Context: an optimization exercise on an open-source flow, tuned for small area. The choices shown serve that exercise and are no tape-out recipe.
RTL that was checked went through simulation tests only; none was proved equivalent to the original.
Only the layout flow was run in run 1; the RTL was not checked for function there.
Power figures rest on the tool's default switching activity, not on a simulated workload.

<file path="run.sh">
#!/bin/bash
# synth_recipe.tcl (not shown) runs the flow's synth.tcl, then flattens the netlist and writes it again
# the make line also repeats each setting of config.mk as NAME=value (left out here)
make -C /OpenROAD-flow-scripts/flow DESIGN_CONFIG=/design/flow/config.mk WORK_HOME=/design/flow/orfs CLKGATE_MAP_FILE= SYNTH_SCRIPT=/design/flow/synth_recipe.tcl finish
</file>
<file path="config.mk">
export PLATFORM = sky130hd
export DESIGN_NAME = shooter_top
export DESIGN_NICKNAME = shooter_top
export VERILOG_FILES = /design/flow/design.v
export SDC_FILE = /design/flow/constraint.sdc
export NUM_CORES = 4
export LEC_CHECK = 0
export CAP_MARGIN = 20
export CORE_MARGIN = 2
export CORE_UTILIZATION = 60
export CTS_BUF_LIST = sky130_fd_sc_hd__clkbuf_8
export CTS_CLUSTER_DIAMETER = 50
export CTS_CLUSTER_SIZE = 20
export SLEW_MARGIN = 20
</file>
<file path="constraint.sdc">
create_clock -name core_clock -period 20.0 [get_ports {CLK}]
set_input_delay 4.0000 -clock core_clock [delete_from_list [all_inputs] [get_ports {CLK}]]
set_output_delay 4.0000 -clock core_clock [all_outputs]
set_load 0.01 [all_outputs]
</file>
<file path="design.v">
`default_nettype none
package shooter_pkg;
	typedef logic [3:0] heading_t;    
	typedef logic [8:0] dist_t;       
	typedef logic [3:0] points_t;
	typedef logic [19:0] bcd_score_t;
	typedef enum logic [1:0] {
		WPN_SPREAD,    
		WPN_TRIPLE,    
		WPN_CANNON     
	} weapon_t;
	typedef enum logic [1:0] {
		EN_BRUTE,
		EN_RAIDER,
		EN_DART,
		EN_TITAN
	} enemy_t;
	typedef enum logic [2:0] {
		ST_IDLE,
		ST_FIRE,
		ST_SPAWN,
		ST_MOVE,
		ST_SWEEP,
		ST_DONE
	} step_state_t;
	localparam int SCORE_DIGITS = 5;
	localparam dist_t RANGE_AXIS = 9'd240;    
	localparam dist_t RANGE_DIAG = 9'd340;    
	localparam dist_t RANGE_SKEW = 9'd260;    
	localparam dist_t BREACH_DIST = 9'd15;
	localparam logic [15:0] SPAWN_SEED = 16'hace1;
endpackage
`default_nettype wire
`timescale 1ns/1ns
`default_nettype none
import shooter_pkg::*;
module pilot_controls
(
	input  logic     CLK,
	input  logic     RESET,
	input  logic     fire,             
	input  logic     rotate_cw,
	input  logic     rotate_ccw,
	input  logic     weapon_switch,
	input  logic     fire_take,        
	output shooter_pkg::heading_t heading,
	output logic [1:0]weapon,
	output logic     fire_pending
);
	logic [3:0] sync_a;       
	logic [3:0] sync_b;
	logic [3:0] sync_prev;    
	logic [3:0] press;
	always_ff @(posedge CLK) begin
		if (RESET) begin
			sync_a <= '1;           
			sync_b <= '1;
			sync_prev <= '1;
		end else begin
			sync_a <= {weapon_switch, rotate_ccw, rotate_cw, fire};
			sync_b <= sync_a;
			sync_prev <= sync_b;
		end
	end
	assign press = sync_prev & ~sync_b;    
	function automatic logic [1:0] next_weapon(logic [1:0] w);
		case (w)
			WPN_SPREAD: next_weapon = WPN_TRIPLE;
			WPN_TRIPLE: next_weapon = WPN_CANNON;
			default:    next_weapon = WPN_SPREAD;
		endcase
	endfunction
	always_ff @(posedge CLK) begin
		if (RESET) begin
			heading <= '0;
			weapon <= WPN_SPREAD;
			fire_pending <= 1'b0;
		end else begin
			heading <= heading + {3'd0, press[2]} - {3'd0, press[1]};
			if (press[3])
				weapon <= next_weapon(weapon);
			if (press[0])
				fire_pending <= 1'b1;    
			else if (fire_take)
				fire_pending <= 1'b0;
		end
	end
endmodule
`default_nettype wire
`timescale 1ns/1ns
`default_nettype none
module step_sequencer
(
	input  logic       CLK,
	input  logic       RESET,
	output logic [5:0] tick_cnt,
	output logic       started,      
	output logic       step_done
);
	always_ff @(posedge CLK) begin
		if (RESET) begin
			tick_cnt <= '0;
			started <= 1'b0;
		end else begin
			tick_cnt <= tick_cnt + 1'b1;
			if (tick_cnt == 6'd63)
				started <= 1'b1;
		end
	end
	assign step_done = started && (tick_cnt == 6'd23);
endmodule
`default_nettype wire
`timescale 1ns/1ns
`default_nettype none
module bullet_pool
(
	input  logic       CLK,
	input  logic [5:0] tick_cnt,
	input  logic       started,
	input  logic       fire_take,
	input  logic [1:0] weapon,
	input  logic [3:0] heading,
	input  logic       hit,
	output logic       probe_valid,
	output logic [3:0] probe_heading,
	output logic [8:0] probe_dist,
	output logic [1:0] probe_weapon
);
	localparam int NA = 16;
	localparam int NB = 4;
	localparam logic [7:0] DOOMED = 8'd64;
	logic [11:0] ring_a [NA];
	logic [11:0] ring_b [NB];
	logic [3:0] shot_head;
	logic [1:0] shot_wpn;
	logic [2:0] kidx;       
	logic        sweep;
	logic        in_b;
	logic [11:0] cur;
	logic [7:0]  code;
	logic        fill;
	logic [7:0]  pcode;
	logic        last;
	logic [7:0]  ncode;
	logic [11:0] wr;
	function automatic logic [3:0] shot_ofs(logic [2:0] k);
		case (k)
			3'd0:    shot_ofs = 4'd2;
			3'd1:    shot_ofs = 4'd14;
			3'd2:    shot_ofs = 4'd1;
			3'd3:    shot_ofs = 4'd15;
			default: shot_ofs = 4'd0;
		endcase
	endfunction
	function automatic logic [2:0] first_shot(logic [1:0] w);
		case (w)
			2'd0:    first_shot = 3'd0;
			2'd1:    first_shot = 3'd2;
			default: first_shot = 3'd4;
		endcase
	endfunction
	function automatic logic [7:0] first_code(logic [1:0] w);
		case (w)
			2'd0:    first_code = 8'd1;
			2'd1:    first_code = 8'd65;
			default: first_code = 8'd161;
		endcase
	endfunction
	function automatic logic [1:0] code_wpn(logic [7:0] c);
		if (c[7] && (c[6] || c[5]))
			code_wpn = 2'd2;
		else if (c[7] || c[6])
			code_wpn = 2'd1;
		else
			code_wpn = 2'd0;
	endfunction
	function automatic logic [8:0] code_dist(logic [7:0] c);
		case (code_wpn(c))
			2'd0:    code_dist = 9'(7 * {3'd0, c[5:0]});
			2'd1:    code_dist = 9'(5 * {1'b0, c} + 192);
			default: code_dist = 9'({c[6:0], 2'b00} + 9'd384);
		endcase
	endfunction
	function automatic logic [7:0] last_code(logic [1:0] w, logic [3:0] h);
		logic [1:0] cls;    
		cls = (h[1:0] == 2'b00) ? 2'd0 : (!h[0]) ? 2'd1 : 2'd2;
		case ({w, cls})
			{2'd0, 2'd0}: last_code = 8'd35;
			{2'd0, 2'd1}: last_code = 8'd49;
			{2'd0, 2'd2}: last_code = 8'd38;
			{2'd1, 2'd0}: last_code = 8'd112;
			{2'd1, 2'd1}: last_code = 8'd132;
			{2'd1, 2'd2}: last_code = 8'd116;
			{2'd2, 2'd0}: last_code = 8'd220;
			{2'd2, 2'd1}: last_code = 8'd245;
			default:      last_code = 8'd225;
		endcase
	endfunction
	assign sweep = started && (tick_cnt >= 6'd3) && (tick_cnt <= 6'd22);
	assign in_b = (tick_cnt >= 6'd19);
	assign cur = in_b ? ring_b[0] : ring_a[0];
	assign code = cur[11:4];
	assign fill = (code == 8'd0) && (kidx < 3'd5);
	always_comb begin
		if (fill) begin
			probe_valid = sweep;
			probe_heading = shot_head + shot_ofs(kidx);
			pcode = first_code(shot_wpn);
		end else begin
			probe_valid = sweep && (code != 8'd0) && (code != DOOMED);
			probe_heading = cur[3:0];
			pcode = code;
		end
		probe_weapon = code_wpn(pcode);
		probe_dist = code_dist(pcode);
	end
	assign last = (pcode == last_code(probe_weapon, probe_heading));
	assign ncode = last ? DOOMED : pcode + 8'd1;
	assign wr = {(probe_valid && !hit) ? ncode : 8'd0, probe_heading};
	always_ff @(posedge CLK) begin
		for (int i = 0; i < NA - 1; i++)
			ring_a[i] <= ring_a[i + 1];
		for (int i = 0; i < NB - 1; i++)
			ring_b[i] <= ring_b[i + 1];
		if (!started) begin
			ring_a[NA - 1] <= {8'd0, ring_a[0][3:0]};
			ring_b[NB - 1] <= {8'd0, ring_b[0][3:0]};
		end else begin
			ring_a[NA - 1] <= (sweep && !in_b) ? wr : ring_a[0];
			ring_b[NB - 1] <= (sweep && in_b) ? wr : ring_b[0];
		end
	end
	always_ff @(posedge CLK) begin
		if (started && tick_cnt == 6'd0) begin
			shot_head <= heading;
			shot_wpn <= weapon;
			kidx <= fire_take ? first_shot(weapon) : 3'd5;
		end else if (sweep && fill) begin
			kidx <= kidx + 3'd1;
		end
	end
endmodule
`default_nettype wire
`timescale 1ns/1ns
`default_nettype none
module enemy_pool
(
	input  logic       CLK,
	input  logic       RESET,
	input  logic [5:0] tick_cnt,
	input  logic       started,
	input  logic       probe_valid,
	input  logic [3:0] probe_heading,
	input  logic [8:0] probe_dist,
	input  logic [1:0] probe_weapon,
	output logic       hit,
	output logic       kill,
	output logic [1:0] kill_type
);
	localparam int N = 8;
	logic [17:0] ring [N];
	logic [15:0] lfsr;
	logic        spawned;
	logic [N-1:0] match;
	logic [N-1:0] sel;
	logic [4:0]   hcode;
	logic [3:0]   health;
	logic [3:0]   damage;
	logic [3:0]   newcode;    
	logic [17:0]  wr;
	logic [4:0]   cur_code;
	function automatic logic [1:0] code_type(logic [4:0] c);
		if (c[4])
			code_type = 2'd3;
		else if (!c[3])
			code_type = 2'd0;
		else if (!c[2])
			code_type = 2'd1;
		else
			code_type = 2'd2;
	endfunction
	function automatic logic [3:0] code_health(logic [4:0] c);
		if (c[4])
			code_health = c[3:0];
		else if (!c[3])
			code_health = {1'b0, c[2:0]};
		else
			code_health = {2'b00, c[1:0]};
	endfunction
	function automatic logic code_live(logic [4:0] c);
		code_live = (code_health(c) != 4'd0);
	endfunction
	function automatic logic [4:0] spawn_code(logic [1:0] t);
		case (t)
			2'd0:    spawn_code = 5'b00110;
			2'd1:    spawn_code = 5'b01011;
			2'd2:    spawn_code = 5'b01110;
			default: spawn_code = 5'b11111;
		endcase
	endfunction
	function automatic logic [3:0] enemy_speed(logic [1:0] t);
		case (t)
			2'd0:    enemy_speed = 4'd3;
			2'd1:    enemy_speed = 4'd4;
			2'd2:    enemy_speed = 4'd5;
			default: enemy_speed = 4'd1;
		endcase
	endfunction
	function automatic logic [8:0] range_of(logic [3:0] h);
		if (h[1:0] == 2'b00)
			range_of = 9'd240;
		else if (!h[0])
			range_of = 9'd340;
		else
			range_of = 9'd260;
	endfunction
	function automatic logic le9(logic [8:0] a, logic [8:0] b);
		logic gt;
		gt = 1'b0;
		for (int i = 0; i < 9; i++)
			gt = (a[i] & ~b[i]) | (a[i] & gt) | (~b[i] & gt);
		le9 = ~gt;
	endfunction
	always_comb begin
		logic [2:0] start;
		logic       found;
		start = 3'(-tick_cnt[2:0]);    
		for (int p = 0; p < N; p++)
			match[p] = probe_valid && code_live(ring[p][17:13]) &&
				(ring[p][12:9] == probe_heading) && le9(ring[p][8:0], probe_dist);
		begin
			logic [N-1:0] hi;
			logic [N-1:0] pick;
			for (int i = 0; i < N; i++)
				hi[i] = match[i] && (3'(i) >= start);
			pick = (hi != '0) ? hi : match;
			for (int i = 0; i < N; i++) begin
				sel[i] = pick[i];
				for (int j = 0; j < i; j++)
					if (pick[j])
						sel[i] = 1'b0;
			end
			found = (match != '0);
		end
		hit = found;
		hcode = '0;
		for (int p = 0; p < N; p++)
			if (sel[p])
				hcode = hcode | ring[p][17:13];
	end
	always_comb begin
		case (probe_weapon)
			2'd0:    damage = 4'd2;
			2'd1:    damage = 4'd3;
			default: damage = 4'd9;
		endcase
	end
	assign health = code_health(hcode);
	assign kill = hit && (damage >= health);
	assign kill_type = code_type(hcode);
	assign newcode = kill ? (hcode[3:0] & ~(hcode[4] ? 4'b1111 : hcode[3] ? 4'b0011 : 4'b0111)) :
		4'(hcode[3:0] - damage);
	always_comb begin
		logic       spawn;
		logic [4:0] c;
		logic [3:0] h;
		logic [8:0] d;
		spawn = !code_live(cur_code) && !spawned;
		c = spawn ? spawn_code(lfsr[5:4]) : cur_code;
		h = spawn ? lfsr[3:0] : ring[0][12:9];
		d = spawn ? range_of(lfsr[3:0]) : ring[0][8:0];
		wr = {(d < 9'd15) ? 5'd0 : c, h, 9'(d - {5'd0, enemy_speed(code_type(c))})};
	end
	assign cur_code = started ? ring[0][17:13] : 5'd0;
	logic pass;
	assign pass = (tick_cnt[5:3] == 3'd3);    
	always_ff @(posedge CLK) begin
		for (int p = 0; p < N - 1; p++) begin
			ring[p] <= ring[p + 1];
			if (sel[p + 1])
				ring[p][16:13] <= newcode;
		end
		if (sel[0])
			ring[N - 1] <= {ring[0][17], newcode, ring[0][12:0]};
		else if (pass)
			ring[N - 1] <= wr;
		else
			ring[N - 1] <= ring[0];
	end
	always_ff @(posedge CLK) begin
		if (tick_cnt == 6'd23)
			spawned <= 1'b0;
		else if (pass && !code_live(cur_code))
			spawned <= 1'b1;
	end
	always_ff @(posedge CLK) begin
		if (RESET)
			lfsr <= 16'hace1;
		else if (tick_cnt == 6'd31)
			lfsr <= {lfsr[14:0], lfsr[15] ^ lfsr[13] ^ lfsr[12] ^ lfsr[10]};
	end
endmodule
`default_nettype wire
`timescale 1ns/1ns
`default_nettype none
module score_keeper
(
	input  logic        CLK,
	input  logic        RESET,
	input  logic        fire_take,
	input  logic        kill,
	input  logic [1:0]  kill_type,
	output logic [19:0] score_bcd
);
	logic [3:0] add_units;
	logic       add_tens;
	logic [4:0] s0;
	logic [4:0] s1;
	logic       c0;
	logic       c1;
	logic [3:0] d0;
	logic [3:0] d1;
	logic [19:0] score_next;
	always_comb begin
		add_tens = 1'b0;
		if (kill) begin
			case (kill_type)
				2'd0: add_units = 4'd6;
				2'd1: add_units = 4'd3;
				2'd2: add_units = 4'd2;
				default: begin
					add_units = 4'd5;
					add_tens = 1'b1;
				end
			endcase
		end else begin
			add_units = {3'd0, fire_take};
		end
	end
	assign s0 = {1'b0, score_bcd[3:0]} + {1'b0, add_units};
	assign c0 = (s0 >= 5'd10);
	assign d0 = c0 ? 4'(s0 - 5'd10) : s0[3:0];
	assign s1 = {1'b0, score_bcd[7:4]} + {4'd0, add_tens} + {4'd0, c0};
	assign c1 = (s1 >= 5'd10);
	assign d1 = c1 ? 4'(s1 - 5'd10) : s1[3:0];
	always_comb begin
		logic carry;
		carry = c1;
		score_next[7:0] = {d1, d0};
		for (int d = 2; d < 5; d++) begin
			if (!carry)
				score_next[4*d +: 4] = score_bcd[4*d +: 4];
			else if (score_bcd[4*d +: 4] == 4'd9)
				score_next[4*d +: 4] = 4'd0;
			else
				score_next[4*d +: 4] = score_bcd[4*d +: 4] + 4'd1;
			carry = carry && (score_bcd[4*d +: 4] == 4'd9);
		end
	end
	always_ff @(posedge CLK) begin
		if (RESET)
			score_bcd <= '0;
		else
			score_bcd <= score_next;
	end
endmodule
`default_nettype wire
`timescale 1ns/1ns
`default_nettype none
module shooter_top #(
	parameter int TICK_CYCLES = 64,
	parameter int BULLET_SLOTS = 20,
	parameter int ENEMY_SLOTS = 8
) (
	input  logic                   CLK,
	input  logic                   RESET,
	input  logic                   fire,
	input  logic                   rotate_cw,
	input  logic                   rotate_ccw,
	input  logic                   weapon_switch,
	output shooter_pkg::heading_t  heading,
	output logic [1:0] weapon,
	output shooter_pkg::bcd_score_t score_bcd,
	output logic                   kill,
	output logic [1:0]  kill_type,
	output logic                   step_done
);
	logic       fire_pending;
	logic       fire_take;
	logic [5:0] tick_cnt;
	logic       started;
	logic       probe_valid;
	logic [3:0] probe_heading;
	logic [8:0] probe_dist;
	logic [1:0] probe_weapon;
	logic       hit;
	pilot_controls u_pilot_controls (
		.CLK(CLK), .RESET(RESET),
		.fire(fire), .rotate_cw(rotate_cw), .rotate_ccw(rotate_ccw),
		.weapon_switch(weapon_switch), .fire_take(fire_take),
		.heading(heading), .weapon(weapon), .fire_pending(fire_pending)
	);
	step_sequencer u_step_sequencer (
		.CLK(CLK), .RESET(RESET),
		.tick_cnt(tick_cnt), .started(started), .step_done(step_done)
	);
	assign fire_take = started && (tick_cnt == 6'd0) && fire_pending;
	bullet_pool u_bullet_pool (
		.CLK(CLK), .tick_cnt(tick_cnt), .started(started),
		.fire_take(fire_take), .weapon(weapon), .heading(heading), .hit(hit),
		.probe_valid(probe_valid), .probe_heading(probe_heading),
		.probe_dist(probe_dist), .probe_weapon(probe_weapon)
	);
	enemy_pool u_enemy_pool (
		.CLK(CLK), .RESET(RESET), .tick_cnt(tick_cnt), .started(started),
		.probe_valid(probe_valid), .probe_heading(probe_heading),
		.probe_dist(probe_dist), .probe_weapon(probe_weapon),
		.hit(hit), .kill(kill), .kill_type(kill_type)
	);
	score_keeper u_score_keeper (
		.CLK(CLK), .RESET(RESET),
		.fire_take(fire_take), .kill(kill), .kill_type(kill_type),
		.score_bcd(score_bcd)
	);
endmodule
`default_nettype wire
</file>
==> results of run 1 <==
[registers in the layout, indices dropped and copies added, names as in the netlist, 3 cells and up]
register / cells
u_bullet_pool.kidx: 3
u_bullet_pool.ring_b: 48
u_pilot_controls.sync_prev: 4
u_enemy_pool.ring: 144
u_step_sequencer.tick_cnt: 6
u_score_keeper.score_bcd: 20
u_enemy_pool.lfsr: 16
u_pilot_controls.sync_a: 4
u_bullet_pool.shot_head: 4
u_bullet_pool.ring_a: 192
u_pilot_controls.sync_b: 4
u_pilot_controls.heading: 4
[power breakdown]
group	switching [uW]	internal, uW	total [uW]
sequential	12.3	922	934
combinational	25.2	20.1	45.4
clock	332	255	587
total	370	1200	1570
[layout make-up]
type / instances / area [um2]
clock inverters: 26 / 352
well taps: 384 / 480
fillers: 2279 / 9700
clock buffers: 39 / 537
inverters: 71 / 267
multi-input cells: 1066 / 7610
flip-flops and latches: 456 / 9220
repair buffers: 40 / 383
[metrics by stage]
stage | worst slack [ps] | hold WS [ps]
after detailed placement | 4350 | 312
after global placement | 5080 | 310
after global routing | 2650 | 321
after floorplan | 6800 | 310
after CTS | 4190 | 316
final | 4050 | 317
[metal layers]
| layer | GRT usage | wire, um | vias to the layer above |
|---|---|---|---|
| li1 | - | - | 5890 |
| met2 | 0.396 | 17100 | 419 |
| met4 | 0.104 | 1510 | 0 |
| met1 | 0.377 | 18700 | 5786 |
| met3 | 0.0422 | 2450 | 94 |
| met5 | 0 | 0 | - |
[cell usage in the layout (no fill, tap or decap), types with 12 or more instances in the layout]
cell             count
or2_2               21
ha_1                57
or3_1               14
xor2_1              26
a31oi_1             14
inv_1               68
dfxtp_1            447
a21oi_1             83
nor2_1             125
nand3_1             31
a21o_1              19
o21a_1              19
nand4_1             12
nor3_1              26
o21ai_0             60
xnor2_1             42
mux2_2              44
nand2_1            129
clkdlybuf4s50_1     34
and2_1              14
and3_1              16
o31ai_1             12
mux2i_1             15
a221oi_1            12
o22ai_1             12
clkbuf_8            39
nor2b_1             23
fa_1                15
[worst paths after layout]
kind | startpoint | endpoint | depth (start not counted)
setup / recovery | u_step_sequencer.tick_cnt[0]$_SDFF_PP0_ | u_score_keeper.score_bcd[19]$_SDFFE_PP0P_ | 54
hold / removal | u_bullet_pool.ring_b[1][7]$_DFF_P_ | u_bullet_pool.ring_b[0][7]$_DFF_P_ | 0
setup reg to reg | u_step_sequencer.tick_cnt[0]$_SDFF_PP0_ | u_score_keeper.score_bcd[19]$_SDFFE_PP0P_ | 54
hold reg to reg | u_bullet_pool.ring_b[1][7]$_DFF_P_ | u_bullet_pool.ring_b[0][7]$_DFF_P_ | 0
[critical path, delay by kind of cell, from the launching register on]
| family | cells | cell delay (ps) |
|---|---|---|
| fa+ha+maj | 10 | 3540 |
| buf+inv | 2 | 560 |
| mux | 1 | 800 |
| flops | 1 | 390 |
| simple gates | 20 | 5040 |
| compound gates | 19 | 5090 |
| xor+xnor | 2 | 440 |
[cells by family (layout without fill, tap and decap cells)]
logic type               count (synthesis)  in the layout  synth area share
AND/OR/NAND/NOR                        476            476             0.138
flip-flops                             456            456             0.532
AO/OA/AOI/OAI                          372            372             0.157
buffers and inverters                  119            176            0.0292
adder cells (fa/ha/maj)                 83             83            0.0650
XOR/XNOR                                69             69            0.0357
multiplexers                            66             66            0.0439
==> out/metrics.csv, run 1 <==
metric,value,unit
Power per Cell Area,83.1,nW/um2
Critical Path RT,20500,ps
Root Driver,clkbuf_8,
cell with the most instances after synthesis,dfxtp_1,
Detailed Route Iter0 Violations,1074,
area delta synth->final,8.76,%
crit path launch type,flop,
fin util,0.660,
grt ovf,0,
Final setup viols,0,
Avg Inst Size Synth,10.6,um2
drc violations,0,
all-layer global routing usage,0.262,
synth top area cells,"dfxtp_1 (52%), ha_1 (4.1%), mux2_2 (2.9%)",
post-CTS setup repair buffer count,0,
Max Cap Viol,0,
Die Span X,174,um
hpwl dp,29100,um
RSZ-0062 raised after global routing,no,
clk sink count,456,
Slew @ Worst Pin,1050,ps
vias,12189,
Clock Path Buffers,3,
Die ar.,30300,um2
Post-synth EDFFs,9,
Peak supply drop,0.0000850,V
routed wire length,39700,um
CTS buffer count,39,
Post-CTS Resized,0,
Synth Register Bits,456,
"Hold Vio Cnt, Final",0,
H-tree levels,2,
"Clk Latency, worst-skew pair",600,ps
Post-CTS Hold Buffers,0,
PortBufs,35,
GPL Wtd Cong,0.936,
Initial Util,0.607,
I/O pins,36,
final instance area,18900,um2
Post-synth top cells,"dfxtp_1 (447), nand2_1 (129), nor2_1 (125)",
clock period minus final worst setup slack,15950,ps
# placed instances,2017,
number of global-route vias before repair,11513,
CP peak stage delay,800,ps
ANT nets after route,0,
Max-slew headroom,0.290,
Final Net Count,1752,
TNS Setup,0,ps
drt wl/cell,19.1,um
critical path arrival,16450,ps
Layout Cells excl Fill,2082,
Setup Skew,33.8,ps
"reg-to-reg slack, setup",4050,ps
crit share post-route,0.798,
LEAKAGE,0.00770,uW
Worst setup EP type,flop,
register area share after synthesis,0.532,
"Top FF cell, synth",dfxtp_1,
Post-Synthesis Cells,1641,
placed inst area,18000,um2
largest net degree at the start of global routing,63,
critical path type,reg2reg,
synthesized area,17300,um2
Chip Height,174,um
Hold Path Class,reg2reg,
initial antenna violation count,0,
leading area contributor after synthesis,dfxtp_1,
asr flop ratio synth,0,
FMAX,62.7,MHz
syn nets,1719,
crit path max-delay cell type,mux2i_1,
routed vias/inst,5.85,
status,finished clean,
CTS tree,yes,
total core area,28500,um2
post-synthesis cell type count,114,
first-pass GRT wire length,62800,um
YS warnings,8,
top cell type's share of synthesized area,0.516,
TritonRoute pass-1 iters,6,
Final Slew Violations,0,
fraction of layout cells with a size suffix above 1,0.111,
antenna cells,0,
crit path max fanout,16,
"Reg clk slew, reported paths",110,ps
Cell Rows,62,
Design Power,1570,uW
==> inputs of run 2 (changes only) <==
--- a/design.v
+++ b/design.v
@@ -115,6 +115,7 @@
 module bullet_pool
 (
 	input  logic       CLK,
+	input  logic       RESET,
 	input  logic [5:0] tick_cnt,
 	input  logic       started,
 	input  logic       fire_take,
@@ -134,11 +135,13 @@
 	logic [3:0] shot_head;
 	logic [1:0] shot_wpn;
 	logic [2:0] kidx;       
+	logic       swept;      
 	logic        sweep;
 	logic        in_b;
 	logic [11:0] cur;
 	logic [7:0]  code;
 	logic        fill;
+	logic        is_free;
 	logic [7:0]  pcode;
 	logic        last;
 	logic [7:0]  ncode;
@@ -181,40 +184,34 @@
 			default: code_dist = 9'({c[6:0], 2'b00} + 9'd384);
 		endcase
 	endfunction
-	function automatic logic [7:0] last_code(logic [1:0] w, logic [3:0] h);
-		logic [1:0] cls;    
-		cls = (h[1:0] == 2'b00) ? 2'd0 : (!h[0]) ? 2'd1 : 2'd2;
-		case ({w, cls})
-			{2'd0, 2'd0}: last_code = 8'd35;
-			{2'd0, 2'd1}: last_code = 8'd49;
-			{2'd0, 2'd2}: last_code = 8'd38;
-			{2'd1, 2'd0}: last_code = 8'd112;
-			{2'd1, 2'd1}: last_code = 8'd132;
-			{2'd1, 2'd2}: last_code = 8'd116;
-			{2'd2, 2'd0}: last_code = 8'd220;
-			{2'd2, 2'd1}: last_code = 8'd245;
-			default:      last_code = 8'd225;
-		endcase
+	function automatic logic [8:0] range_of(logic [3:0] h);
+		if (h[1:0] == 2'b00)
+			range_of = 9'd240;
+		else if (!h[0])
+			range_of = 9'd340;
+		else
+			range_of = 9'd260;
 	endfunction
 	assign sweep = started && (tick_cnt >= 6'd3) && (tick_cnt <= 6'd22);
 	assign in_b = (tick_cnt >= 6'd19);
 	assign cur = in_b ? ring_b[0] : ring_a[0];
 	assign code = cur[11:4];
-	assign fill = (code == 8'd0) && (kidx < 3'd5);
+	assign is_free = !swept || (code == 8'd0);    
+	assign fill = is_free && (kidx < 3'd5);
 	always_comb begin
 		if (fill) begin
 			probe_valid = sweep;
 			probe_heading = shot_head + shot_ofs(kidx);
 			pcode = first_code(shot_wpn);
 		end else begin
-			probe_valid = sweep && (code != 8'd0) && (code != DOOMED);
+			probe_valid = sweep && !is_free && (code != DOOMED);
 			probe_heading = cur[3:0];
 			pcode = code;
 		end
 		probe_weapon = code_wpn(pcode);
 		probe_dist = code_dist(pcode);
 	end
-	assign last = (pcode == last_code(probe_weapon, probe_heading));
+	assign last = (probe_dist >= range_of(probe_heading));
 	assign ncode = last ? DOOMED : pcode + 8'd1;
 	assign wr = {(probe_valid && !hit) ? ncode : 8'd0, probe_heading};
 	always_ff @(posedge CLK) begin
@@ -222,13 +219,14 @@
 			ring_a[i] <= ring_a[i + 1];
 		for (int i = 0; i < NB - 1; i++)
 			ring_b[i] <= ring_b[i + 1];
-		if (!started) begin
-			ring_a[NA - 1] <= {8'd0, ring_a[0][3:0]};
-			ring_b[NB - 1] <= {8'd0, ring_b[0][3:0]};
-		end else begin
-			ring_a[NA - 1] <= (sweep && !in_b) ? wr : ring_a[0];
-			ring_b[NB - 1] <= (sweep && in_b) ? wr : ring_b[0];
-		end
+		ring_a[NA - 1] <= (sweep && !in_b) ? wr : ring_a[0];
+		ring_b[NB - 1] <= (sweep && in_b) ? wr : ring_b[0];
+	end
+	always_ff @(posedge CLK) begin
+		if (RESET)
+			swept <= 1'b0;
+		else if (started && tick_cnt == 6'd23)
+			swept <= 1'b1;
 	end
 	always_ff @(posedge CLK) begin
 		if (started && tick_cnt == 6'd0) begin
@@ -506,7 +504,7 @@
 	);
 	assign fire_take = started && (tick_cnt == 6'd0) && fire_pending;
 	bullet_pool u_bullet_pool (
-		.CLK(CLK), .tick_cnt(tick_cnt), .started(started),
+		.CLK(CLK), .RESET(RESET), .tick_cnt(tick_cnt), .started(started),
 		.fire_take(fire_take), .weapon(weapon), .heading(heading), .hit(hit),
 		.probe_valid(probe_valid), .probe_heading(probe_heading),
 		.probe_dist(probe_dist), .probe_weapon(probe_weapon)
--- a/config.mk
+++ b/config.mk
@@ -8,7 +8,7 @@
 export CAP_MARGIN = 20
 export CORE_MARGIN = 2
 export CORE_UTILIZATION = 60
-export CTS_BUF_LIST = sky130_fd_sc_hd__clkbuf_8
-export CTS_CLUSTER_DIAMETER = 50
-export CTS_CLUSTER_SIZE = 20
+export CTS_BUF_LIST = sky130_fd_sc_hd__clkbuf_4 sky130_fd_sc_hd__clkbuf_8
+export CTS_CLUSTER_DIAMETER = 40
+export CTS_CLUSTER_SIZE = 12
 export SLEW_MARGIN = 20
==> run 2 against run 1 <==
  * Worst setup slack lost 49 ps
  * Sequential cell count grew 1
  * Die area grew 0.69%
  * Sequential power grew 1%
  * Cell count grew 0.34%
  * Power grew 5.5%
  * Critical path type unchanged
  * Largest power group unchanged
==> out/metrics.csv, run 2 <==
metric,value,unit,change
antenna cells,0,,unchanged
filler instances,2291,,"was 2,279"
Die Span X,175,um,was 174 um
synthesized area,17500,um2,"was 17,300 um2"
YS warnings,8,,unchanged
Avg Inst Size Synth,10.7,um2,was 10.6 um2
Critical Path End,u_score_keeper.score_bcd[19]$_SDFFE_PP0P_,,unchanged
"Reg clk slew, reported paths",90,ps,was 110 ps
ANT nets after route,0,,unchanged
synth top area cells,"dfxtp_1 (51%), ha_1 (4.7%), nand2_1 (3.0%)",,"was dfxtp_1 (52%), ha_1 (4.1%), mux2_2 (2.9%)"
Die ar.,30500,um2,"was 30,300 um2"
crit path launch type,flop,,unchanged
all-layer global routing usage,0.260,,was 0.262
Worst setup EP type,flop,,unchanged
Clock Path Buffers,3,,unchanged
Initial Util,0.608,,was 0.607
CP peak stage delay,620,ps,was 800 ps
"Hold Vio Cnt, Final",0,,unchanged
total core area,28700,um2,"was 28,500 um2"
Worst Setup SP,u_step_sequencer.tick_cnt[0]$_SDFF_PP0_,,unchanged
asr flop ratio synth,0,,unchanged
crit share post-route,0.800,,was 0.798
"Clk Latency, worst-skew pair",620,ps,was 600 ps
LEAKAGE,0.00780,uW,was 0.00770 uW
"reg-to-reg slack, setup",4000,ps,was 4050 ps
Cell Rows,62,,unchanged
TNS Setup,0,ps,unchanged
critical path buffer and inverter count,5,,was 2
R2R depth,57,,was 54
Worst Slack Setup Final,4000,ps,was 4050 ps
Detailed Route Iter0 Violations,854,,"was 1,074"
crit path max-delay cell type,o41a_1,,was mux2i_1
post-synthesis cell type count,110,,was 114
RSZ-0062 raised after global routing,no,,unchanged
Hold Path Class,reg2reg,,unchanged
Top Registers,"u_bullet_pool.ring_a x192, u_enemy_pool.ring x144, u_bullet_pool.ring_b x48",,unchanged
status,finished clean,,unchanged
initial antenna violation count,0,,unchanged
leading area contributor after synthesis,dfxtp_1,,unchanged
number of global-route vias before repair,11633,,"was 11,513"
I/O pins,36,,unchanged
Root Driver,clkbuf_8,,unchanged
H-tree levels,2,,unchanged
Final Slew Violations,0,,unchanged
largest net degree at the start of global routing,64,,was 63
routed vias/inst,5.81,,was 5.85
grt ovf,0,,unchanged
Slew @ Worst Pin,1070,ps,was 1050 ps
critical path type,reg2reg,,unchanged
final hold slack,315,ps,was 317 ps
Synth Register Bits,457,,was 456
cell with the most instances after synthesis,dfxtp_1,,unchanged
clk sink count,457,,was 456
hpwl dp,29000,um,"was 29,100 um"
top cell type's share of synthesized area,0.514,,was 0.516
Peak supply drop,0.0000812,V,was 0.0000850 V
r2r startpoint,u_step_sequencer.tick_cnt[0]$_SDFF_PP0_,,unchanged
register area share after synthesis,0.529,,was 0.532
first-pass GRT wire length,62800,um,about the same
Critical Path RT,20540,ps,"was 20,500 ps"
Max Cap Viol,0,,unchanged
TritonRoute pass-1 iters,5,,was 6
fraction of layout cells with a size suffix above 1,0.119,,was 0.111
R2R Path End,u_score_keeper.score_bcd[19]$_SDFFE_PP0P_,,unchanged
"commonest non-fill, non-tap cell in the layout",dfxtp_1,,unchanged
Place WS,4280,ps,was 4350 ps
PortBufs,35,,unchanged
area delta synth->final,9.49,%,was 8.76%
fin util,0.666,,was 0.660
"commonest non-fill, non-tap cells in the layout","dfxtp_1 (448), nand2_1 (138), nor2_1 (91)",,"was dfxtp_1 (447), nand2_1 (129), nor2_1 (125)"
routed wire length,39500,um,"was 39,700 um"
Post-synth EDFFs,9,,unchanged
FMAX,62.5,MHz,was 62.7 MHz
post-CTS setup repair buffer count,0,,unchanged
GPL Wtd Cong,0.895,,was 0.936
Chip Height,175,um,was 174 um
syn nets,1720,,"was 1,719"
Post-CTS Resized,0,,unchanged
Final Net Count,1763,,"was 1,752"
cell depth of the worst setup path,57,,was 54
Power per Cell Area,86.5,nW/um2,was 83.1 nW/um2
drc violations,0,,unchanged
CTS tree,yes,,unchanged
Post-Synthesis Cells,1633,,"was 1,641"
vias,12132,,"was 12,189"
crit path max fanout,21,,was 16
Post-synth top cells,"dfxtp_1 (448), nand2_1 (138), nor2_1 (91)",,"was dfxtp_1 (447), nand2_1 (129), nor2_1 (125)"
most frequent CP cell,ha_1,,
Design Power,1650,uW,was 1570 uW
Post-CTS Hold Buffers,0,,unchanged
drt wl/cell,18.9,um,was 19.1 um
"CP delay by family, top",compound AO/OA/AOI/OAI gates,,unchanged
critical path arrival,16540,ps,"was 16,450 ps"
CTS buffer count,53,,was 39
Setup Skew,30.2,ps,was 33.8 ps
clock period minus final worst setup slack,16000,ps,"was 15,950 ps"
max reg flops,192,,unchanged
"Top FF cell, synth",dfxtp_1,,unchanged
Final setup viols,0,,unchanged
Max-slew headroom,0.279,,was 0.290
Largest Register,u_bullet_pool.ring_a,,unchanged
run 2: changes by cell type in the layout (fill, tap and decap cells not counted), sizes merged, moves of 14 or more:
cell	change
clkbuf	+24
o21ai	+18
nor2	-35
a21oi	-24
o31ai	+16
mux2	-15
o211ai	+14
run 2: report_power, final:
| part | switching, uW | internal, uW |
|---|---|---|
| Combinational | 40.0 | 30.5 |
| Sequential | 16.6 | 927 |
| Clock | 332 | 307 |
| Total | 389 | 1260 |
run 2: per-layer routing:
metal / share of wire / GRT usage / up-vias / routed length [um]
met5: 0 / 0 / - / 0
met4: 0.037 / 0.102 / 0 / 1470
met3: 0.058 / 0.0492 / 91 / 2290
met2: 0.44 / 0.403 / 373 / 17300
met1: 0.47 / 0.359 / 5759 / 18400
li1: - / - / 5909 / -
run 2: cell families (layout without fill, tap and decap cells):
group / Yosys count / in the layout / synth area share
simple gates: 448 / 448 / 0.131
compound gates: 391 / 391 / 0.174
buf+inv: 138 / 210 / 0.0347
xor+xnor: 65 / 65 / 0.0335
mux: 47 / 47 / 0.0298
flops: 457 / 457 / 0.529
fa+ha+maj: 87 / 87 / 0.0681
run 2: how the worst min path moves through the flow:
stage	startpoint	endpoint	slack, ps	depth (start not counted)
after floorplan	u_bullet_pool.ring_a[1][0]$_DFF_P_	u_bullet_pool.ring_a[0][0]$_DFF_P_	310	0
after global placement	u_bullet_pool.ring_b[1][3]$_DFF_P_	u_bullet_pool.ring_b[0][3]$_DFF_P_	310	0
after CTS	u_bullet_pool.ring_a[15][2]$_DFF_P_	u_bullet_pool.ring_a[14][2]$_DFF_P_	320	0
after detailed placement	u_bullet_pool.ring_a[13][7]$_DFF_P_	u_bullet_pool.ring_a[12][7]$_DFF_P_	310	0
final	u_bullet_pool.ring_a[15][2]$_DFF_P_	u_bullet_pool.ring_a[14][2]$_DFF_P_	320	0
after global routing	u_bullet_pool.ring_a[3][9]$_DFF_P_	u_bullet_pool.ring_a[2][9]$_DFF_P_	330	0
run 2: area by class of cell:
type / count / area (um2) / area share
Sequential cell: 457 / 9240 / 0.483
Multi-Input combinational cell: 1038 / 7610 / 0.398
Clock buffer: 63 / 823 / 0.0431
Tap cell: 384 / 480 / 0.0251
Timing Repair Buffer: 45 / 423 / 0.0221
Inverter: 81 / 304 / 0.0159
Clock inverter: 21 / 231 / 0.0121
run 2: through the flow:
stage	cell area [um2]	cells
after CTS	19100	2089
after global placement	18100	2005
after global routing	19100	2089
after floorplan	17500	1633
final	19100	2089
after detailed placement	18100	2005
==> inputs of run 3 (changes only) <==
--- a/config.mk
+++ b/config.mk
@@ -8,7 +8,7 @@
 export CAP_MARGIN = 20
 export CORE_MARGIN = 2
 export CORE_UTILIZATION = 60
-export CTS_BUF_LIST = sky130_fd_sc_hd__clkbuf_4 sky130_fd_sc_hd__clkbuf_8
-export CTS_CLUSTER_DIAMETER = 40
-export CTS_CLUSTER_SIZE = 12
+export CTS_BUF_LIST = sky130_fd_sc_hd__clkbuf_8
+export CTS_CLUSTER_DIAMETER = 50
+export CTS_CLUSTER_SIZE = 20
 export SLEW_MARGIN = 20
==> run 3 against run 2 <==
  * Critical path depth unchanged
  * Critical endpoint unchanged
  * Via count decreased by 0.98%
  * Die area unchanged
  * Count of clock-buffer cells in the layout decreased by 21
  * Register-to-register slack about the same
  * Cell count decreased by 0.67%
  * Wire length decreased by 0.99%
  * Worst setup slack got worse by 1.9 ps
  * Maximum frequency about the same
==> out/metrics.csv, run 3 <==
metric,value,unit,change
RSZ-0062 raised after global routing,no,,unchanged
Post-synth top cells,"dfxtp_1 (448), nand2_1 (138), nor2_1 (91)",,unchanged
post-synthesis cell type count,110,,unchanged
crit share post-route,0.800,,about the same
post-CTS setup repair buffer count,0,,unchanged
GPL Wtd Cong,0.895,,unchanged
total core area,28700,um2,unchanged
"Clk Latency, worst-skew pair",600,ps,was 620 ps
filler instances,2328,,"was 2,291"
I/O pins,36,,unchanged
hpwl dp,29000,um,unchanged
Place WS,4280,ps,unchanged
crit path max fanout,21,,unchanged
status,finished clean,,unchanged
all-layer global routing usage,0.258,,was 0.260
Critical Path RT,20530,ps,"was 20,540 ps"
clock period minus final worst setup slack,16000,ps,about the same
number of global-route vias before repair,11503,,"was 11,633"
Final setup viols,0,,unchanged
max reg flops,192,,unchanged
Max Cap Viol,0,,unchanged
routed vias/inst,5.79,,was 5.81
"Hold Vio Cnt, Final",0,,unchanged
"CP delay by family, top",compound AO/OA/AOI/OAI gates,,unchanged
PortBufs,35,,unchanged
FMAX,62.5,MHz,about the same
M2 GR Usage,0.403,,about the same
register area share after synthesis,0.529,,unchanged
LEAKAGE,0.00771,uW,was 0.00780 uW
initial antenna violation count,0,,unchanged
Clock Path Buffers,3,,unchanged
grt ovf,0,,unchanged
clk sink count,457,,unchanged
Final Net Count,1751,,"was 1,763"
Die ar.,30500,um2,unchanged
"commonest non-fill, non-tap cell in the layout",dfxtp_1,,unchanged
Setup Skew,36.5,ps,was 30.2 ps
critical path buffer and inverter count,5,,unchanged
drt wl/cell,18.8,um,was 18.9 um
Slew @ Worst Pin,1070,ps,about the same
fin util,0.659,,was 0.666
Avg Inst Size Synth,10.7,um2,unchanged
Synth Register Bits,457,,unchanged
synth top area cells,"dfxtp_1 (51%), ha_1 (4.7%), nand2_1 (3.0%)",,unchanged
synthesized area,17500,um2,unchanged
Detailed Route Iter0 Violations,889,,was 854
Post-Synthesis Cells,1633,,unchanged
Power per Cell Area,82.7,nW/um2,was 86.5 nW/um2
YS warnings,8,,unchanged
Initial Util,0.608,,unchanged
met3 Use GR,0.0512,,was 0.0492
Chip Height,175,um,unchanged
Post-CTS Resized,0,,unchanged
critical path arrival,16530,ps,"was 16,540 ps"
"commonest non-fill, non-tap cells in the layout","dfxtp_1 (448), nand2_1 (138), nor2_1 (91)",,unchanged
Post-synth EDFFs,9,,unchanged
Post-CTS Hold Buffers,0,,unchanged
area delta synth->final,8.42,%,was 9.49%
syn nets,1720,,unchanged
"Reg clk slew, reported paths",110,ps,was 90 ps
TritonRoute pass-1 iters,6,,was 5
"Top FF cell, synth",dfxtp_1,,unchanged
first-pass GRT wire length,62200,um,"was 62,800 um"
Max-slew headroom,0.281,,was 0.279
CP peak stage delay,630,ps,was 620 ps
Top Registers,"u_bullet_pool.ring_a x192, u_enemy_pool.ring x144, u_bullet_pool.ring_b x48",,unchanged
crit path launch type,flop,,unchanged
fraction of layout cells with a size suffix above 1,0.109,,was 0.119
antenna cells,0,,unchanged
H-tree levels,2,,unchanged
Largest Register,u_bullet_pool.ring_a,,unchanged
top cell type's share of synthesized area,0.514,,unchanged
crit path max-delay cell type,o21a_1,,was o41a_1
most frequent CP cell,ha_1,,unchanged
Root Driver,clkbuf_8,,unchanged
Cell Rows,62,,unchanged
critical path type,reg2reg,,unchanged
TNS Setup,0,ps,unchanged
FF+latch area,9240,um2,unchanged
Final Slew Violations,0,,unchanged
Hold Path Class,reg2reg,,unchanged
routed wire length,39100,um,"was 39,500 um"
Worst setup EP type,flop,,unchanged
vias,12013,,"was 12,132"
CTS buffer count,40,,was 53
asr flop ratio synth,0,,unchanged
cell with the most instances after synthesis,dfxtp_1,,unchanged
largest net degree at the start of global routing,64,,unchanged
ANT nets after route,0,,unchanged
met1 Resource Use GR,0.356,,was 0.359
Peak supply drop,0.000121,V,was 0.0000812 V
Worst Slack Setup Final,4000,ps,about the same
Die Span X,175,um,unchanged
CTS tree,yes,,unchanged
busiest layer in global routing,met2,,unchanged
multi-input logic area,7610,um2,unchanged
leading area contributor after synthesis,dfxtp_1,,unchanged
drc violations,0,,unchanged
==> run 3: cell counts after synthesis <==
No cell type changed its count.
==> run 3: area by class of cell <==
class,count,area share
Tap cell,384,0.0254
Multi-Input combinational cell,1038,0.402
Inverter,81,0.0161
Clock inverter,27,0.0140
Clock buffer,42,0.0305
Timing Repair Buffer,46,0.0237
Sequential cell,457,0.488
==> run 3: kinds of logic (layout without fill, tap and decap cells) <==
family	count (synthesis)	after routing	synth area share
AND/OR/NAND/NOR	448	448	0.131
adder cells (fa/ha/maj)	87	87	0.0681
AO/OA/AOI/OAI	391	391	0.174
buffers and inverters	138	196	0.0347
XOR/XNOR	65	65	0.0335
flip-flops	457	457	0.529
multiplexers	47	47	0.0298
==> run 3: power by group <==
| part | switching [uW] | internal, uW |
|---|---|---|
| registers | 16.8 | 926 |
| clock network | 324 | 228 |
| logic | 39.6 | 31.0 |
==> run 3: metrics by stage <==
step / total power, uW / cell area [um2] / hold WS, ps / std cells
finish: 1570 / 18900 / 310 / 2075
global route: 1630 / 18900 / 309 / 2075
CTS: 1580 / 18900 / 311 / 2074
detailed placement: 1030 / 18100 / 312 / 2005
global placement: 1030 / 18100 / 310 / 2005
floorplan: 1010 / 17500 / 310 / 1633
==> run 3: metal layers <==
metal	wire (um)	part of all wire
met1	18100	0.46
met3	2400	0.061
met5	0	0
met2	17200	0.44
met4	1410	0.036
==> run 3: final timing paths <==
path | startpoint | end | slack, ps | cells after the start
worst min-delay path | u_bullet_pool.ring_a[3][9]$_DFF_P_ | u_bullet_pool.ring_a[2][9]$_DFF_P_ | 310 | 0
worst max register to register | u_step_sequencer.tick_cnt[0]$_SDFF_PP0_ | u_score_keeper.score_bcd[19]$_SDFFE_PP0P_ | 4000 | 57
worst min register to register | u_bullet_pool.ring_a[3][9]$_DFF_P_ | u_bullet_pool.ring_a[2][9]$_DFF_P_ | 310 | 0
worst max-delay path | u_step_sequencer.tick_cnt[0]$_SDFF_PP0_ | u_score_keeper.score_bcd[19]$_SDFFE_PP0P_ | 4000 | 57
==> inputs of run 4 (changes only) <==
==> flow/run.sh (new file) <==
#!/bin/bash
# The standard layout, with clock tree synthesis told not to add dummy loads.
# The cluster settings repeat config.mk's CTS_* values, which CTS_ARGS replaces.
set -euo pipefail
export CTS_ARGS="-sink_clustering_enable -repair_clock_nets -sink_clustering_size 20 -sink_clustering_max_diameter 50 -buf_list sky130_fd_sc_hd__clkbuf_8 -dont_use_dummy_load"
bash standard.sh > standard_flow.log 2>&1
==> standard.sh (new file) <==
#!/bin/bash
# synth_recipe.tcl (not shown) runs the flow's synth.tcl, then flattens the netlist and writes it again
# the make line also repeats each setting of config.mk as NAME=value (left out here)
make -C /OpenROAD-flow-scripts/flow DESIGN_CONFIG=/design/flow/config.mk WORK_HOME=/design/flow/orfs CLKGATE_MAP_FILE= SYNTH_SCRIPT=/design/flow/synth_recipe.tcl "${@:-finish}"
removed: run.sh
==> run 4 against run 3 <==
  * Register-to-register slack better by 50 ps
  * Count of clock-buffer cells in the layout decreased by 2
  * First-iteration DRC count up 2.1%
  * Sequential share of layout area grew 0.77 points
  * Sequential cell count unchanged
  * Core utilization decreased by 1.0 points
  * Critical path type unchanged
  * Largest cell class unchanged
  * Largest power group unchanged
==> out/metrics.csv, run 4 <==
metric,value,unit,change
Die ar.,30500,um2,unchanged
routed wire length,39000,um,"was 39,100 um"
multi-input logic area,7610,um2,unchanged
number of global-route vias before repair,11396,,"was 11,503"
filler instances,2364,,"was 2,328"
final hold slack,286,ps,was 310 ps
clk sink count,457,,unchanged
YS warnings,8,,unchanged
post-CTS setup repair buffer count,0,,unchanged
"commonest non-fill, non-tap cell in the layout",dfxtp_1,,unchanged
grt ovf,0,,unchanged
FF+latch area,9240,um2,unchanged
Largest Register,u_bullet_pool.ring_a,,unchanged
"Hold Vio Cnt, Final",0,,unchanged
Detailed Route Iter0 Violations,908,,was 889
largest net degree at the start of global routing,64,,unchanged
R2R depth,57,,unchanged
Avg Inst Size Synth,10.7,um2,unchanged
"reg-to-reg slack, setup",4050,ps,was 4000 ps
"commonest non-fill, non-tap cells in the layout","dfxtp_1 (448), nand2_1 (138), nor2_1 (91)",,unchanged
RSZ-0062 raised after global routing,no,,unchanged
CTS tree,yes,,unchanged
first-pass GRT wire length,61900,um,"was 62,200 um"
H-tree levels,2,,unchanged
Critical Path RT,20510,ps,"was 20,530 ps"
leading area contributor after synthesis,dfxtp_1,,unchanged
Power per Cell Area,78.4,nW/um2,was 82.7 nW/um2
crit path launch type,flop,,unchanged
Initial Util,0.608,,unchanged
hpwl dp,29000,um,unchanged
Cell Rows,62,,unchanged
CTS buffer count,40,,unchanged
initial antenna violation count,0,,unchanged
critical path type,reg2reg,,unchanged
PortBufs,35,,unchanged
fraction of layout cells with a size suffix above 1,0.0963,,was 0.109
most frequent CP cell,ha_1,,unchanged
crit path max-delay cell type,o41a_1,,was o21a_1
vias,11935,,"was 12,013"
CP peak stage delay,620,ps,was 630 ps
Setup Skew,92.8,ps,was 36.5 ps
R2R Path End,u_score_keeper.score_bcd[19]$_SDFFE_PP0P_,,unchanged
Worst setup EP type,flop,,unchanged
register area share after synthesis,0.529,,unchanged
Post-Synthesis Cells,1633,,unchanged
syn nets,1720,,unchanged
# placed instances,2005,,unchanged
Cells on Worst Hold Path,0,,unchanged
Top Registers,"u_bullet_pool.ring_a x192, u_enemy_pool.ring x144, u_bullet_pool.ring_b x48",,unchanged
crit share post-route,0.798,,was 0.800
FMAX,62.7,MHz,was 62.5 MHz
Final Net Count,1751,,unchanged
drc violations,0,,unchanged
Place WS,4280,ps,unchanged
Peak supply drop,0.000108,V,was 0.000121 V
synth top area cells,"dfxtp_1 (51%), ha_1 (4.7%), nand2_1 (3.0%)",,unchanged
all-layer global routing usage,0.257,,was 0.258
"Top FF cell, synth",dfxtp_1,,unchanged
Clock Path Buffers,3,,unchanged
Chip Height,175,um,unchanged
Root Driver,clkbuf_8,,unchanged
Worst Slack Setup Final,4050,ps,was 4000 ps
Post-synth top cells,"dfxtp_1 (448), nand2_1 (138), nor2_1 (91)",,unchanged
status,finished clean,,unchanged
Post-CTS Hold Buffers,0,,unchanged
ANT nets after route,0,,unchanged
clock period minus final worst setup slack,15950,ps,"was 16,000 ps"
Layout Cells excl Fill,2046,,"was 2,075"
top cell type's share of synthesized area,0.514,,unchanged
Max Cap Viol,0,,unchanged
post-synthesis cell type count,110,,unchanged
r2r startpoint,u_step_sequencer.tick_cnt[0]$_SDFF_PP0_,,unchanged
Final setup viols,0,,unchanged
"Reg clk slew, reported paths",100,ps,was 110 ps
hold endpoint,u_bullet_pool.ring_a[2][9]$_DFF_P_,,unchanged
Max-slew headroom,0.299,,was 0.281
Hold Path Class,reg2reg,,unchanged
max reg flops,192,,unchanged
crit path max fanout,21,,unchanged
critical path arrival,16460,ps,"was 16,530 ps"
"Clk Latency, worst-skew pair",590,ps,was 600 ps
HP Start,u_bullet_pool.ring_a[3][9]$_DFF_P_,,unchanged
synthesized area,17500,um2,unchanged
drt wl/cell,19.1,um,was 18.8 um
LEAKAGE,0.00756,uW,was 0.00771 uW
TNS Setup,0,ps,unchanged
TritonRoute pass-1 iters,7,,was 6
asr flop ratio synth,0,,unchanged
Die Span X,175,um,unchanged
I/O pins,36,,unchanged
Post-CTS Resized,0,,unchanged
area delta synth->final,6.75,%,was 8.42%
total core area,28700,um2,unchanged
Final Slew Violations,0,,unchanged
antenna cells,0,,unchanged
Post-synth EDFFs,9,,unchanged
cell with the most instances after synthesis,dfxtp_1,,unchanged
routed vias/inst,5.83,,was 5.79
Synth Register Bits,457,,unchanged
GPL Wtd Cong,0.895,,unchanged
Slew @ Worst Pin,1050,ps,was 1070 ps
## run 4: cell types whose count changed in the layout (fill, tap and decap cells not counted), sizes merged
| cell | change |
|---|---|
| clkinv | -7 |
| clkinvlp | -3 |
| clkbuf | -2 |
| bufinv | -1 |
| inv | -16 |
## run 4: worst max-delay path by stage
stage                                             from  slack [ps]                                         to  cells past startpoint
2_1_floorplan  u_step_sequencer.tick_cnt[0]$_SDFF_PP0_        6360  u_score_keeper.score_bcd[19]$_SDFFE_PP0P_                     61
3_3_place_gp   u_step_sequencer.tick_cnt[0]$_SDFF_PP0_        4740  u_score_keeper.score_bcd[19]$_SDFFE_PP0P_                     57
3_5_place_dp   u_step_sequencer.tick_cnt[0]$_SDFF_PP0_        4280  u_score_keeper.score_bcd[19]$_SDFFE_PP0P_                     57
4_1_cts        u_step_sequencer.tick_cnt[0]$_SDFF_PP0_        4170  u_score_keeper.score_bcd[19]$_SDFFE_PP0P_                     57
5_1_grt        u_step_sequencer.tick_cnt[0]$_SDFF_PP0_        2780  u_score_keeper.score_bcd[19]$_SDFFE_PP0P_                     58
6_report       u_step_sequencer.tick_cnt[0]$_SDFF_PP0_        4050  u_score_keeper.score_bcd[19]$_SDFFE_PP0P_                     57
## run 4: stage by stage
step / power, uW / instance area, um2 / utilization
after CTS: 1470 / 18600 / 0.648
after global placement: 1030 / 18100 / 0.629
after global routing: 1520 / 18600 / 0.649
after detailed placement: 1030 / 18100 / 0.629
after floorplan: 1010 / 17500 / -
final: 1460 / 18600 / 0.649
## run 4: logic make-up after synthesis
logic type / after synthesis / synth area share
multiplexers: 47 / 0.0298
AO/OA/AOI/OAI: 391 / 0.174
XOR/XNOR: 65 / 0.0335
adder cells (fa/ha/maj): 87 / 0.0681
AND/OR/NAND/NOR: 448 / 0.131
flip-flops: 457 / 0.529
buffers and inverters: 138 / 0.0347
## run 4: critical path: cells and delay by family (launching register included)
| kind | cells | cell delay, ps |
|---|---|---|
| adders and majority gates | 12 | 4010 |
| and+or+nand+nor | 18 | 3860 |
| xor gates and xnor gates | 1 | 260 |
| DFF | 1 | 380 |
| muxes | 1 | 360 |
| buffers and inverters | 5 | 750 |
| AOI/OAI and AO/OA | 20 | 6210 |
## run 4: final cells by class
cell class	instances	area share
sequential	457	0.496
multi-input combinational	1038	0.408
tap	384	0.0258
inverter	81	0.0163
clock buffer	40	0.0295
timing repair buffer	46	0.0240
## run 4: per-layer routing
layer / vias up / GRT usage / share of wire
li1: 5861 / - / -
met5: - / 0 / 0
met4: 0 / 0.0892 / 0.035
met1: 5684 / 0.356 / 0.47
met2: 308 / 0.402 / 0.44
met3: 82 / 0.0501 / 0.056
## run 4: where the power goes
group,internal (uW),switching [uW]
Clock,179,268
Combinational,31.0,39.3
Sequential,927,16.3
Total,1140,323

-- what the ideal ports hide --
The results above use ideal ports. As a check the final layouts listed here were re-extracted and re-timed, cells and wires unchanged.
Step 1 (the two cells are an assumption about what drives the block):
set clk [get_ports {CLK}]
set_driving_cell -lib_cell sky130_fd_sc_hd__clkbuf_16 $clk
set_driving_cell -lib_cell sky130_fd_sc_hd__buf_2 [delete_from_list [all_inputs] $clk]
Step 2, shift: input delay + t, output delay - t, t = (earliest + latest rising clock arrival at the registers) / 2. This alone moves slack from input paths to output paths.
a / b / c = ideal ports / drivers / drivers and shift; a / b = the first two.
run | t, ns | setup WS [ns] | latest minus earliest clock arrival (ns)
run 1 | 0.630 | 4.048 / 4.048 / 4.048 | 0.034 / 0.034
run 2 | 0.649 | 3.999 / 3.999 / 3.999 | 0.030 / 0.030
run 3 | 0.630 | 3.997 / 3.997 / 3.997 | 0.041 / 0.042
run 4 | 0.596 | 4.049 / 4.049 / 4.049 | 0.094 / 0.094
After both steps setup and hold are still met in every run listed.
